Context: an optimization exercise on an open-source flow, tuned for small area. The choices shown serve that exercise and are no tape-out recipe.
Function was checked by simulation only, so behaviour that the tests miss may differ from the original.
Power and IR drop assume default switching activity.

--- design/flow/config.mk ---
export PLATFORM = sky130hd
export DESIGN_NAME = decode
export DESIGN_NICKNAME = decode
export VERILOG_FILES = /design/flow/design.v
export SDC_FILE = /design/flow/constraint.sdc
export NUM_CORES = 4
export LEC_CHECK = 0
export CAP_MARGIN = 20
export CORE_MARGIN = 2
export CORE_UTILIZATION = 45
export PLACE_DENSITY = 0.6
export SLEW_MARGIN = 20
--- design/flow/constraint.sdc ---
create_clock -name core_clock -period 6.0 [get_ports {clk}]
set_input_delay 1.2000 -clock core_clock [delete_from_list [all_inputs] [get_ports {clk}]]
set_output_delay 1.2000 -clock core_clock [all_outputs]
set_load 0.01 [all_outputs]
--- design/flow/design.v ---
module decode #(
  parameter int WIDTH  = 32,
  parameter int REG_AW = 5
) (
  input  logic              clk,
  input  logic              rst,
  input  logic [31:0]       if_id_instr,
  input  logic [WIDTH-1:0]  if_id_npc,
  input  logic              id_flush,
  input  logic              mem_wb_reg_write,
  input  logic [REG_AW-1:0] mem_wb_write_reg,
  input  logic [WIDTH-1:0]  wb_write_data,
  output logic [1:0]        id_ex_wb,
  output logic [2:0]        id_ex_m,
  output logic [3:0]        id_ex_ex,
  output logic [WIDTH-1:0]  id_ex_npc,
  output logic [WIDTH-1:0]  id_ex_readdat1,
  output logic [WIDTH-1:0]  id_ex_readdat2,
  output logic [WIDTH-1:0]  id_ex_sign_ext,
  output logic [4:0]        id_ex_instr_2016,
  output logic [4:0]        id_ex_instr_1511
);
  localparam int NREGS = 1 << REG_AW;
  logic [WIDTH-1:0]  regs_r [NREGS];
  logic [5:0]        opcode_s;
  logic [REG_AW-1:0] rs_s;
  logic [REG_AW-1:0] rt_s;
  logic [4:0]        rd_s;
  logic              wb_we_s;
  logic [WIDTH-1:0]  readdat1_s;
  logic [WIDTH-1:0]  readdat2_s;
  logic [WIDTH-1:0]  sign_ext_s;
  logic [1:0]        wb_ctl_s;
  logic [2:0]        m_ctl_s;
  logic [3:0]        ex_ctl_s;
  assign opcode_s   = if_id_instr[31:26];
  assign rs_s       = if_id_instr[25:21];
  assign rt_s       = if_id_instr[20:16];
  assign rd_s       = if_id_instr[15:11];
  assign sign_ext_s = {{16{if_id_instr[15]}}, if_id_instr[15:0]};
  assign wb_we_s    = mem_wb_reg_write && (mem_wb_write_reg != {REG_AW{1'b0}});
  always_comb begin
    readdat1_s = {WIDTH{1'b0}};
    readdat2_s = {WIDTH{1'b0}};
    if (rs_s == {REG_AW{1'b0}}) begin
      readdat1_s = {WIDTH{1'b0}};
    end else if (wb_we_s && (mem_wb_write_reg == rs_s)) begin
      readdat1_s = wb_write_data;
    end else begin
      readdat1_s = regs_r[rs_s];
    end
    if (rt_s == {REG_AW{1'b0}}) begin
      readdat2_s = {WIDTH{1'b0}};
    end else if (wb_we_s && (mem_wb_write_reg == rt_s)) begin
      readdat2_s = wb_write_data;
    end else begin
      readdat2_s = regs_r[rt_s];
    end
  end
  always_comb begin
    wb_ctl_s = 2'b00;
    m_ctl_s  = 3'b000;
    ex_ctl_s = 4'b0000;
    case (opcode_s)
      6'h00: begin wb_ctl_s = 2'b10; m_ctl_s = 3'b000; ex_ctl_s = 4'b1100; end
      6'h23: begin wb_ctl_s = 2'b11; m_ctl_s = 3'b010; ex_ctl_s = 4'b0001; end
      6'h2B: begin wb_ctl_s = 2'b00; m_ctl_s = 3'b001; ex_ctl_s = 4'b0001; end
      6'h04: begin wb_ctl_s = 2'b00; m_ctl_s = 3'b100; ex_ctl_s = 4'b0010; end
      default: begin wb_ctl_s = 2'b00; m_ctl_s = 3'b000; ex_ctl_s = 4'b0000; end
    endcase
  end
  always_ff @(posedge clk) begin
    if (!rst) begin
      for (int i = 0; i < NREGS; i++) begin
        regs_r[i] <= {WIDTH{1'b0}};
      end
    end else if (wb_we_s) begin
      regs_r[mem_wb_write_reg] <= wb_write_data;
    end
  end
  always_ff @(posedge clk) begin
    if (!rst) begin
      id_ex_wb         <= 2'b00;
      id_ex_m          <= 3'b000;
      id_ex_ex         <= 4'b0000;
      id_ex_npc        <= {WIDTH{1'b0}};
      id_ex_readdat1   <= {WIDTH{1'b0}};
      id_ex_readdat2   <= {WIDTH{1'b0}};
      id_ex_sign_ext   <= {WIDTH{1'b0}};
      id_ex_instr_2016 <= 5'd0;
      id_ex_instr_1511 <= 5'd0;
    end else begin
      if (id_flush) begin
        id_ex_wb <= 2'b00;
        id_ex_m  <= 3'b000;
        id_ex_ex <= 4'b0000;
      end else begin
        id_ex_wb <= wb_ctl_s;
        id_ex_m  <= m_ctl_s;
        id_ex_ex <= ex_ctl_s;
      end
      id_ex_npc        <= if_id_npc;
      id_ex_readdat1   <= readdat1_s;
      id_ex_readdat2   <= readdat2_s;
      id_ex_sign_ext   <= sign_ext_s;
      id_ex_instr_2016 <= if_id_instr[20:16];
      id_ex_instr_1511 <= rd_s;
    end
  end
endmodule
--- design/flow/run.sh ---
#!/bin/bash
# synth_recipe.tcl (not shown) runs the flow's synth.tcl, then flattens the netlist and writes it again
# the make line also repeats each setting of config.mk as NAME=value (left out here)
make -C /OpenROAD-flow-scripts/flow DESIGN_CONFIG=/design/flow/config.mk WORK_HOME=/design/flow/orfs CLKGATE_MAP_FILE= SYNTH_SCRIPT=/design/flow/synth_recipe.tcl finish
==> summary.txt <==
status timing/DRC/antenna clean; cell type with the largest total area after synthesis sky130_fd_sc_hd__edfxtp_1; DRC 0; maximum VDD drop 0.000271 V; final global-route overflow total 0; antenna violations before repair 17; Initial Util 45.2%; number of failing setup endpoints in the final timing report 0; Chip Width 364 um; Final Hold Violating Endpoints 0; arrival time at the worst endpoint 4.46 ns; Boundary Pins 252; syn_area_per_cell 14.5 um2; count of cells along the worst register-to-register path 5; total routing resource utilization after global routing 31.1%; global routing met1 resource utilization 43.3%; number of post-CTS setup repair buffers 0; met2 global-route usage 47.2%; flip-flop and latch count after synthesis 1148; number of clock buffers inserted by TritonCTS 132; dominant register cell in the synthesized netlist sky130_fd_sc_hd__edfxtp_1; net total in the final layout 4252; Max Transition Viols Final 0; CP startpoint kind primary input; drt via density 6.38; net load switching power 5.05 mW; top cells by count, synth sky130_fd_sc_hd__and2_1 (1047), sky130_fd_sc_hd__edfxtp_1 (1024), sky130_fd_sc_hd__mux4_2 (386); endpoint of the worst hold-timing path id_ex_readdat2[27]$_SDFF_PP0_; fraction of layout cells with a size suffix above 1 20.1%; cell at the root of the clock tree sky130_fd_sc_hd__clkbuf_16; register area share after synthesis 57.0%; gr busiest metal met2; final sum of negative setup slack 0 ns; Die Y 364 um; routing usage on met3 8.07%; cell types occupying the most area after synthesis sky130_fd_sc_hd__edfxtp_1 (53%), sky130_fd_sc_hd__mux4_2 (15%), sky130_fd_sc_hd__and2_1 (11%); Leak 23.9 nW; max-cap violations 0; routed length per placed instance 34.3 um; Worst setup EP type flip-flop; total via count after detailed routing 38300; Max Clk Rate 0.251 GHz; reg-to-reg setup timing slack 3.57 ns; Reg2Reg Capture Point id_ex_readdat1[28]$_SDFF_PP0_; post-cts resize count 0; gp weighted congestion 0.850; power share of the clock group 41.2%; Placement Rows 132; maximum net fanout on the critical path 19; Clk Latency, worst-skew pair 0.79 ns; area used by multi-input combinational logic 23700 um2; reg-to-reg startpoint regs_r[3][28]$_SDFFCE_PN0P_; vias in the first global route 37300; Async S/R FF share, synth 0%; Hold/Removal Path Class flip-flop to flip-flop; Required @ worst endpoint 6.47 ns; Cell Count Post-Placement 5753; cell with the most instances after synthesis sky130_fd_sc_hd__and2_1; combinational cell fraction of total power 11.8%; area of the mapped netlist 58300 um2; part of the cycle the worst path needs 66.5%; setup repair after global routing missed its margin no; largest net degree at the start of global routing 84; TritonCTS clock tree done; minimum hold slack 0.863 ns; sequential share of power 47.1%; WHS Path Cells 4; drt initial violations 5344; clk sinks 1148; count of placed standard cells in the final layout, fillers left out 6006; final worst path period need 3.99 ns; fill cell count 10500; core area 129000 um2; global-route wire length before repair 289000 um; First-pass DRT Iterations 6; number of H-tree levels 4; Antenna Violating Nets Remaining 0; die area 132000 um2; fraction of power spent switching nets 25.2%; number of distinct library cells after synthesis 50; synthesis warning total 1; count of hold buffers inserted by post-cts repair 0; Internal Power 15.0 mW; critical hold path startpoint regs_r[28][27]$_SDFFCE_PN0P_; CP Class primary input to flip-flop; Post-DP HPWL 126000 um; EDFF count, synth 1024; transition at the pin with the smallest max-transition slack 1.20 ns; worst clock skew 0.0274 ns; # port buffers 251; number of instances in the synthesized netlist 4010; storage element area 33200 um2; P per Cell Area 295 nW/um2; Total Wirelength 206000 um; layout overhead on the synthesized area 16.4%; area share of the leading cell type in the synthesized netlist 52.7%; maximum root-to-sink buffer count 3; headroom to the max-slew limit 19.5%; clock slew at reported path FFs 0.06 ns
[sequential cells by signal, indices dropped and copies added, names as in the netlist, 2 cells and up]
register          flops
id_ex_m               2
id_ex_ex              3
id_ex_wb              2
id_ex_readdat1       32
id_ex_sign_ext       15
id_ex_instr_2016      5
id_ex_npc            32
regs_r             1024
id_ex_readdat2       32
[critical path, stage by stage]
cell                              delay [ns]
sky130_fd_sc_hd__clkdlybuf4s50_1        0.50
sky130_fd_sc_hd__buf_4                  0.22
sky130_fd_sc_hd__or3_1                  0.65
sky130_fd_sc_hd__nand3b_1               0.55
sky130_fd_sc_hd__buf_4                  0.41
sky130_fd_sc_hd__o21ai_4                0.59
sky130_fd_sc_hd__buf_12                 0.27
[power groups by stage]
| stage | Combinational (mW) | Sequential, mW | Clock (mW) |
|---|---|---|---|
| final | 2.36 | 9.43 | 8.25 |
| after global routing | 2.44 | 9.47 | 8.61 |
| after CTS | 2.33 | 9.42 | 8.33 |
| after detailed placement | 2.32 | 9.58 | 0 |
| after global placement | 2.31 | 9.57 | 0 |
| after floorplan | 1.31 | 9.51 | 0 |
[layout make-up]
class                      instances  share of cell area, %
clock inverter                    55                  0.841
clock buffer                     185                   5.63
multi-input combinational       2441                   34.9
inverter                           3                 0.0166
timing repair buffer             421                   6.36
tap                             1742                   3.21
sequential                      1148                   49.0
antenna                           11                 0.0406
[worst max path at each step]
stage	startpoint	end	slack [ns]	depth (start not counted)
2_1_floorplan	mem_wb_write_reg[3]	regs_r[4][0]$_SDFFCE_PN0P_	1.26	4
3_3_place_gp	mem_wb_write_reg[4]	regs_r[24][5]$_SDFFCE_PN0P_	1.26	7
3_5_place_dp	mem_wb_write_reg[3]	regs_r[28][5]$_SDFFCE_PN0P_	1.25	7
4_1_cts	mem_wb_write_reg[3]	regs_r[28][19]$_SDFFCE_PN0P_	2.07	7
5_1_grt	mem_wb_write_reg[4]	regs_r[24][18]$_SDFFCE_PN0P_	1.94	7
6_report	mem_wb_write_reg[3]	regs_r[24][5]$_SDFFCE_PN0P_	2.01	7
[per-stage QoR]
stage	total power, mW	setup WS (ns)	area [um2]	utilization (%)
floorplan	10.8	1.26	58400	-
global placement	11.9	1.26	63200	49.0
detailed placement	11.9	1.25	63400	49.2
CTS	20.1	2.07	67800	52.6
global route	20.5	1.94	67900	52.6
finish	20.0	2.01	67900	52.6
[cell families (layout without fill, tap and decap cells)]
group / after synthesis / in the layout / synth area share [%]
DFF: 1148 / 1148 / 57.0
other: 1 / 43 / 0.00643
AOI/OAI and AO/OA: 517 / 517 / 6.76
xor gates and xnor gates: 10 / 10 / 0.150
muxes: 671 / 671 / 19.8
and+or+nand+nor: 1211 / 1211 / 12.7
buffers and inverters: 452 / 664 / 3.64
[per-layer routing]
layer / share of wire, % / up-vias / wire [um]
met2: 45 / 2448 / 93700
met5: 0.17 / - / 345
met1: 40 / 19900 / 82100
met4: 3.3 / 12 / 6830
met3: 11 / 395 / 23300
li1: - / 15600 / -
[cell usage in the layout, fill, tap and decap left out, drive strengths merged, types with 36 or more instances in the layout]
master / count
and2: 1047
edfxtp: 1024
mux4: 386
mux2i: 285
clkdlybuf4s50: 238
clkbuf: 185
buf: 183
dfxtp: 124
a22oi: 102
a211oi: 95
a221oi: 64
a21oi: 63
nand2: 57
clkinv: 40
nor2: 38
nor2b: 36

## what the ideal ports hide
Ports are ideal in the flow. The routed layout listed here was re-timed in OpenROAD. Step 1, drivers: a clkbuf_16 drives clk and a buf_2 each remaining input, both assumed. Step 2 times the ports against the registers' clock, not the clock port: input delays grow and output delays shrink by t, the midpoint of the rising clock arrivals with the driver on. Slacks: ideal / step 1 / step 2; pairs: ideal / step 1.
t, ns: 0.853
setup WS [ns]: 2.011 / 2.068 / 1.215
latest minus earliest clock arrival (ns): 0.032 / 0.033
After both steps setup and hold are still met in this run. The setup slack of this run moves by +0.057 ns with the drivers and by -0.796 ns with both steps.
